This design comes from an exercise in tuning for small area on the open sky130 flow, not from production work.
RTL that was checked went through simulation tests only; none was proved equivalent to the original.
Power is estimated from default activity; no workload was simulated.

// processor
module processor (
    input  logic        clock,
    input  logic        reset,
    output logic [31:0] imem_address,
    input  logic [31:0] imem_data,
    output logic [31:0] dmem_address,
    output logic [31:0] dmem_write_data,
    output logic        dmem_write_enable,
    input  logic [31:0] dmem_read_data,
    output logic        reg_write_enable,
    output logic [4:0]  reg_write_addr,
    output logic [31:0] reg_write_data,
    output logic [4:0]  reg_read_addr_a,
    output logic [4:0]  reg_read_addr_b,
    input  logic [31:0] reg_read_data_a,
    input  logic [31:0] reg_read_data_b
);
Size in the first run: about 840 cells after synthesis, roughly 57 flip-flops.
==> flow/config.mk <==
export PLATFORM = sky130hd
export DESIGN_NAME = processor
export DESIGN_NICKNAME = processor
export VERILOG_FILES = /design/flow/design.v
export SDC_FILE = /design/flow/constraint.sdc
export NUM_CORES = 4
export LEC_CHECK = 0
export CAP_MARGIN = 0
export CORE_MARGIN = 2
export CORE_UTILIZATION = 55
export SLEW_MARGIN = 0
==> flow/constraint.sdc <==
create_clock -name core_clock -period 10.0 [get_ports {clock}]
set_input_delay 2.0000 -clock core_clock [delete_from_list [all_inputs] [get_ports {clock}]]
set_output_delay 2.0000 -clock core_clock [all_outputs]
set_load 0.01 [all_outputs]
standard.sh (not shown) runs the stock make flow with config.mk's settings and CLKGATE_MAP_FILE= SYNTH_SCRIPT=/design/flow/synth_recipe.tcl, a recipe that flattens the netlist after the stock synthesis.
==> flow/flow/run.sh <==
#!/bin/bash
# Standard layout (standard synthesis included) with two changes after synthesis:
# port buffers use the smallest buffer cell, and CTS uses small clock buffers and adds
# no dummy loads. make's output goes to make_finish.log, each step's to orfs/logs/.
set -euo pipefail
export BUFFER_PORTS_ARGS="-buffer_cell sky130_fd_sc_hd__buf_1"
export CTS_ARGS="-sink_clustering_enable -repair_clock_nets -dont_use_dummy_load -sink_clustering_size 20 -sink_clustering_max_diameter 120 -buf_list {sky130_fd_sc_hd__clkbuf_8} -root_buf sky130_fd_sc_hd__clkbuf_8"
bash standard.sh finish > make_finish.log 2>&1
The starting point ran to the end with no violations.
Then changed:
--- a/flow/flow/run.sh
+++ b/flow/flow/run.sh
@@ -6,3 +6,3 @@
 export BUFFER_PORTS_ARGS="-buffer_cell sky130_fd_sc_hd__buf_1"
-export CTS_ARGS="-sink_clustering_enable -repair_clock_nets -dont_use_dummy_load -sink_clustering_size 20 -sink_clustering_max_diameter 120 -buf_list {sky130_fd_sc_hd__clkbuf_8} -root_buf sky130_fd_sc_hd__clkbuf_8"
+export CTS_ARGS="-sink_clustering_enable -repair_clock_nets -dont_use_dummy_load -buf_list {sky130_fd_sc_hd__clkbuf_2 sky130_fd_sc_hd__clkbuf_4 sky130_fd_sc_hd__clkbuf_8} -root_buf sky130_fd_sc_hd__clkbuf_8"
 bash standard.sh finish > make_finish.log 2>&1
Settings changed: CORE_UTILIZATION 55 to 50.
Sequential cell count is unchanged.
Routed wire length grows by a few percent.
Via count decreases slightly.
Cell area climbs slightly.
Critical path depth fell by 3.
Worst setup slack gets worse by 89 ps.
Power is higher slightly.
Combinational power stays flat.
Then changed:
Settings changed: CORE_UTILIZATION 50 to 60.
Design area went down by 1.3%.
Wire length went down by 3.3%.
Clock skew went down by 8.6 ps.
Setup slack improves by 81 ps.
Utilization went up by 11 points.
Final cell count went down by 1.6%.

* * *

## before
Starting RTL as in the previous note.
## processor
module processor (
    input  logic        clock,
    input  logic        reset,
    output logic [31:0] imem_address,
    input  logic [31:0] imem_data,
    output logic [31:0] dmem_address,
    output logic [31:0] dmem_write_data,
    output logic        dmem_write_enable,
    input  logic [31:0] dmem_read_data,
    output logic        reg_write_enable,
    output logic [4:0]  reg_write_addr,
    output logic [31:0] reg_write_data,
    output logic [4:0]  reg_read_addr_a,
    output logic [4:0]  reg_read_addr_b,
    input  logic [31:0] reg_read_data_a,
    input  logic [31:0] reg_read_data_b
);
export LEC_CHECK = 0
export CAP_MARGIN = 0
export CORE_MARGIN = 2
export CORE_UTILIZATION = 55
export SLEW_MARGIN = 0
create_clock -name core_clock -period 10.0 [get_ports {clock}]
==> flow/flow/run.sh <==
#!/bin/bash
# Standard layout (standard synthesis included) with two changes after synthesis:
# port buffers use the smallest buffer cell, and CTS uses small clock buffers and adds
# no dummy loads. make's output goes to make_finish.log, each step's to orfs/logs/.
set -euo pipefail
export BUFFER_PORTS_ARGS="-buffer_cell sky130_fd_sc_hd__buf_1"
export CTS_ARGS="-sink_clustering_enable -repair_clock_nets -dont_use_dummy_load -buf_list {sky130_fd_sc_hd__clkbuf_4} -root_buf sky130_fd_sc_hd__clkbuf_8"
bash standard.sh finish > make_finish.log 2>&1
before completed every stage of the flow, and the final layout passed the timing, DRC and antenna checks.
Changes in after relative to before:
-- flow/flow/run.sh --
<<< before, line 7
export CTS_ARGS="-sink_clustering_enable -repair_clock_nets -dont_use_dummy_load -buf_list {sky130_fd_sc_hd__clkbuf_4} -root_buf sky130_fd_sc_hd__clkbuf_8"
>>> after, line 7
export CTS_ARGS="-sink_clustering_enable -repair_clock_nets -dont_use_dummy_load -buf_list {sky130_fd_sc_hd__clkbuf_2 sky130_fd_sc_hd__clkbuf_4 sky130_fd_sc_hd__clkbuf_8} -root_buf sky130_fd_sc_hd__clkbuf_8"
### Flow results
Comparing after against before, there is no change at all in total power. Comparing before with after, the core utilization came out essentially unchanged. Between before and after, the area added between synthesis and finish does not differ in any meaningful way. after reached the final stage; the timing, DRC and antenna checks on its layout passed. ~same inverter count in before and after. Count of buffering cells on the critical path with inverters included of after is on par with before.

* * *

build 96:
processor, a different RTL version from the one above (not shown whole).
Size: roughly 930 cells after synthesis, roughly 7800 um2 of cells after synthesis.
==> flow/design.v (excerpt) <==
module processor (
    input  logic        clock,
    input  logic        reset,
    output logic [31:0] imem_address,
    input  logic [31:0] imem_data,
    output logic [31:0] dmem_address,
    output logic [31:0] dmem_write_data,
    output logic        dmem_write_enable,
    input  logic [31:0] dmem_read_data,
    output logic        reg_write_enable,
    output logic [4:0]  reg_write_addr,
    output logic [31:0] reg_write_data,
    output logic [4:0]  reg_read_addr_a,
    output logic [4:0]  reg_read_addr_b,
    input  logic [31:0] reg_read_data_a,
    input  logic [31:0] reg_read_data_b
);
    logic [31:0] pc;
    logic        ex;         
    logic        nx;         
    logic        taken;      
    logic [15:0] cnt;        
    logic [3:0]  lfsr;
    logic [3:1]  creg;       
    logic [31:0] ins;
    logic [4:0]  op;
    logic [4:0]  rd, rs, rt, shamt;
    logic        is_r, is_j, is_bne, is_imm, is_sw, is_lw, is_fill;
    logic        f_sub, f_logic, f_or, f_shift, f_sra;
    assign ins     = imem_data;
    assign op      = ins[31:27];
    assign rd      = ins[26:22];
    assign rs      = ins[21:17];
    assign rt      = ins[16:12];
    assign shamt   = ins[11:7];
    assign is_r    = ~op[3] & ~op[2] & ~op[1] & ~op[0];
    assign is_j    = ~op[3] & ~op[2] & ~op[1] &  op[0];
    assign is_bne  = ~op[2] &  op[1];
    assign is_imm  =  op[2];                   
    assign is_sw   =  op[2] &  op[1];
    assign is_lw   =  op[3] & ~op[0];
    assign is_fill =  op[3] &  op[0];
    assign f_sub   = ~ins[4] & ~ins[3] &  ins[2];
    assign f_logic = ~ins[4] &  ins[3];
    assign f_or    =  ins[2];
    assign f_shift =  ins[4];
    assign f_sra   =  ins[2];
    logic sll;
    assign sll = is_r & f_shift & ~f_sra;
    assign reg_read_addr_a = (ex & ~sll) ? rs : 5'd0;
    always_comb begin
        reg_read_addr_b = 5'd0;
        if (ex) begin
            if (is_r)                 reg_read_addr_b = f_shift ? (f_sra ? 5'd0 : rs) : rt;
            else if (is_bne | is_sw)  reg_read_addr_b = rd;
        end
    end
    logic [31:0] x, y, s;
    logic [32:0] c;
    logic [3:0]  cout;
    logic        use_imm, use_tgt, inv, cin, pc_lo;
    logic [31:0] b_val, imm_val;
    logic        settled;
    assign use_imm = (ex & (op[2] | is_lw)) | (nx & taken & ~is_j);
    assign use_tgt = nx & taken & is_j;
  ...
Settings: LEC_CHECK=0, CAP_MARGIN=20, CORE_MARGIN=2, CORE_UTILIZATION=40, SLEW_MARGIN=20; clock period 10.0 ns.
==> flow/flow/run.sh <==
#!/bin/bash
# Standard layout (standard synthesis included) with two changes after synthesis:
# port buffers use the smallest buffer cell, and CTS uses small clock buffers and adds
# no dummy loads. make's output goes to make_finish.log, each step's to orfs/logs/.
set -euo pipefail
export BUFFER_PORTS_ARGS="-buffer_cell sky130_fd_sc_hd__buf_1"
export CTS_ARGS="-sink_clustering_enable -repair_clock_nets -dont_use_dummy_load -buf_list {sky130_fd_sc_hd__clkbuf_2 sky130_fd_sc_hd__clkbuf_4 sky130_fd_sc_hd__clkbuf_8} -root_buf sky130_fd_sc_hd__clkbuf_8"
bash standard.sh finish > make_finish.log 2>&1
Edits applied to the flow inputs when going from build 96 to build 49:
Settings: swapping 40 for 50 in CORE_UTILIZATION.
Notes after the runs:
Build 49: critical path buffer and inverter count higher than build 96. Going from build 96 to build 49, fmax has increased, via count of the first global-routing pass has decreased, final critical-path required period has decreased. Build 96 ended up with more cell instances than build 49 did. From build 96 to build 49 the numbers moved as follows: layout-stage area growth over the synthesis result lower, wire length of the first global-routing pass lost 1.0 mm. Compared with build 96, build 49 is the less power-hungry design.
## Diff of input files: build 34 against build 49
Settings: setting GPL_TIMING_DRIVEN to 0 for the first time.
--- a/flow/flow/run.sh
+++ b/flow/flow/run.sh
@@ -5,4 +5,5 @@
 set -euo pipefail
 export BUFFER_PORTS_ARGS="-buffer_cell sky130_fd_sc_hd__buf_1"
+export REMOVE_ABC_BUFFERS=1
 export CTS_ARGS="-sink_clustering_enable -repair_clock_nets -dont_use_dummy_load -buf_list {sky130_fd_sc_hd__clkbuf_2 sky130_fd_sc_hd__clkbuf_4 sky130_fd_sc_hd__clkbuf_8} -root_buf sky130_fd_sc_hd__clkbuf_8"
 bash standard.sh finish > make_finish.log 2>&1
Notes after the runs:
For area of the mapped netlist, build 34 and build 49 come out practically identical.
Of build 49 and build 34, the run reporting the higher global routing usage on met1 was build 49.
Min flop-to-flop setup slack across build 49 and build 34: build 34
Utilization build 49 -> build 34: up
Input-level comparison between build 70 and build 34:
Settings: GPL_TIMING_DRIVEN no longer set, was 0; CAP_MARGIN now 0, was 20; SLEW_MARGIN now 0, was 20.
--- a/flow/flow/run.sh
+++ b/flow/flow/run.sh
@@ -5,5 +5,4 @@
 set -euo pipefail
 export BUFFER_PORTS_ARGS="-buffer_cell sky130_fd_sc_hd__buf_1"
-export REMOVE_ABC_BUFFERS=1
-export CTS_ARGS="-sink_clustering_enable -repair_clock_nets -dont_use_dummy_load -buf_list {sky130_fd_sc_hd__clkbuf_2 sky130_fd_sc_hd__clkbuf_4 sky130_fd_sc_hd__clkbuf_8} -root_buf sky130_fd_sc_hd__clkbuf_8"
+export CTS_ARGS="-sink_clustering_enable -repair_clock_nets -dont_use_dummy_load -buf_list {sky130_fd_sc_hd__clkbuf_2 sky130_fd_sc_hd__clkbuf_4} -root_buf sky130_fd_sc_hd__clkbuf_4"
 bash standard.sh finish > make_finish.log 2>&1
[summary]
Build 70 ended with every stage complete and zero timing, DRC or antenna violations.
Build 34 → build 70: core utilization lost 2.1 points, setup slack of the critical path after layout picked up an extra 0.13 ns, layout overhead on the synthesized area lost 4.2 points, total via count after detailed routing lost about 0.7%, aggregate global-route resource usage lost 0.88 points.
In the reports for build 70 and build 34, the larger wire length of the first global-routing pass belongs to build 34.
[build 70 vs build 34] routed via count divided by cell count: lower in build 70
Relative to build 34, the layout net count measured on build 70 has increased slightly.
In the flow results for build 70 and build 34, the power after layout is smaller on build 70.
Of build 70 and build 34, the lower sequential group share of total power belongs to build 34.

* * *

v23:
Another version of the RTL of processor (not shown whole).
Size in the first run: about 58 flip-flops, about 0.0075 sq mm of cells after synthesis.
Settings: LEC_CHECK=0, CAP_MARGIN=20, CORE_MARGIN=2, CORE_UTILIZATION=40, GPL_TIMING_DRIVEN=0, SLEW_MARGIN=20; clock period 10.0 ns.
==> flow/flow/run.sh <==
#!/bin/bash
# Standard layout (standard synthesis included) with these changes after synthesis:
# port buffers use the smallest buffer cell, CTS uses small clock buffers and adds no
# dummy loads, and the post-route power recovery step downsizes cells that have slack.
set -euo pipefail
export BUFFER_PORTS_ARGS="-buffer_cell sky130_fd_sc_hd__buf_1"
export CTS_ARGS="-sink_clustering_enable -repair_clock_nets -dont_use_dummy_load -buf_list {sky130_fd_sc_hd__clkbuf_2 sky130_fd_sc_hd__clkbuf_4 sky130_fd_sc_hd__clkbuf_8} -root_buf sky130_fd_sc_hd__clkbuf_8"
export RECOVER_POWER=100
bash standard.sh finish > make_finish.log 2>&1
v23 was carried through to the last stage, and its layout satisfied the timing, DRC and antenna checks.
Inputs modified between v23 and v9:
- GPL_TIMING_DRIVEN no longer set, was 0
diff --git a/flow/flow/run.sh b/flow/flow/run.sh
--- a/flow/flow/run.sh
+++ b/flow/flow/run.sh
@@ -7,3 +7,2 @@
 export CTS_ARGS="-sink_clustering_enable -repair_clock_nets -dont_use_dummy_load -buf_list {sky130_fd_sc_hd__clkbuf_2 sky130_fd_sc_hd__clkbuf_4 sky130_fd_sc_hd__clkbuf_8} -root_buf sky130_fd_sc_hd__clkbuf_8"
-export RECOVER_POWER=100
 bash standard.sh finish > make_finish.log 2>&1
Notes after the runs:
- v9 gives less power density over the cells than v23 did.
- Taking v23 as the reference, in v9 fmax held, total power consumption of the routed design decreased 0.078 mW, post-placement worst setup slack shows an increase of 1.13 ns, total met2 wirelength after detailed routing down 13%, clock power saw little to no change.
- Least setup slack across all paths after layout delta (v9 − v23): unfavourable
No run of this note included a check of the RTL's function; only the layout flow was run.

==> separate check: timing with driven ports <==
Ports are ideal in the flow. The routed layouts listed here were re-timed in OpenROAD.
Step 1 sets driving cells, clkbuf_16 on the clock port and buf_2 on the other inputs (assumed; they add their load-dependent delay and slew).
Step 2 times the ports against the registers' clock, not the clock port: input delays grow and output delays shrink by t, the midpoint of the rising clock arrivals with the driver on.
Three values: ideal, step 1, step 2; two values: the first two.
run | t, ns | setup slack, ns | worst hold slack (ns) | worst setup path at the end | clock arrival spread, ns
the first run of note 1 | 0.387 | 0.285 / 0.297 / -0.088 | 0.536 / 0.536 / 0.536 | input to register | 0.030 / 0.030
the second run of note 1 | 0.393 | 0.196 / 0.211 / -0.182 | 0.575 / 0.575 / 0.575 | input to register | 0.034 / 0.034
the third run of note 1 | 0.390 | 0.278 / 0.285 / -0.094 | 0.550 / 0.550 / 0.550 | input to register | 0.026 / 0.025
before | 0.387 | 0.285 / 0.297 / -0.088 | 0.536 / 0.536 / 0.536 | input to register | 0.030 / 0.030
after | 0.387 | 0.285 / 0.297 / -0.088 | 0.536 / 0.536 / 0.536 | input to register | 0.030 / 0.030
build 96 | 0.393 | 0.368 / 0.376 / -0.013 | 0.524 / 0.524 / 0.524 | input to register | 0.011 / 0.011
build 49 | 0.398 | 0.419 / 0.432 / 0.034 | 0.528 / 0.528 / 0.528 | input to register | 0.016 / 0.016
build 34 | 0.411 | 0.244 / 0.088 / -0.289 | 0.516 / 0.516 / 0.516 | input to register | 0.010 / 0.010
build 70 | 0.477 | 0.375 / 0.360 / -0.085 | 0.531 / 0.531 / 0.531 | input to register | 0.026 / 0.027
v23 | 0.406 | 0.271 / 0.250 / -0.110 | 0.491 / 0.491 / 0.491 | input to register | 0.020 / 0.020
v9 | 0.390 | 0.265 / 0.243 / -0.070 | 0.561 / 0.561 / 0.561 | input to register | 0.015 / 0.016
With both steps, setup timing fails in 10 of these runs, where it was met with ideal ports. The setup slack of build 34, which loses most, moves by -0.156 ns with the drivers and by -0.533 ns with both steps.
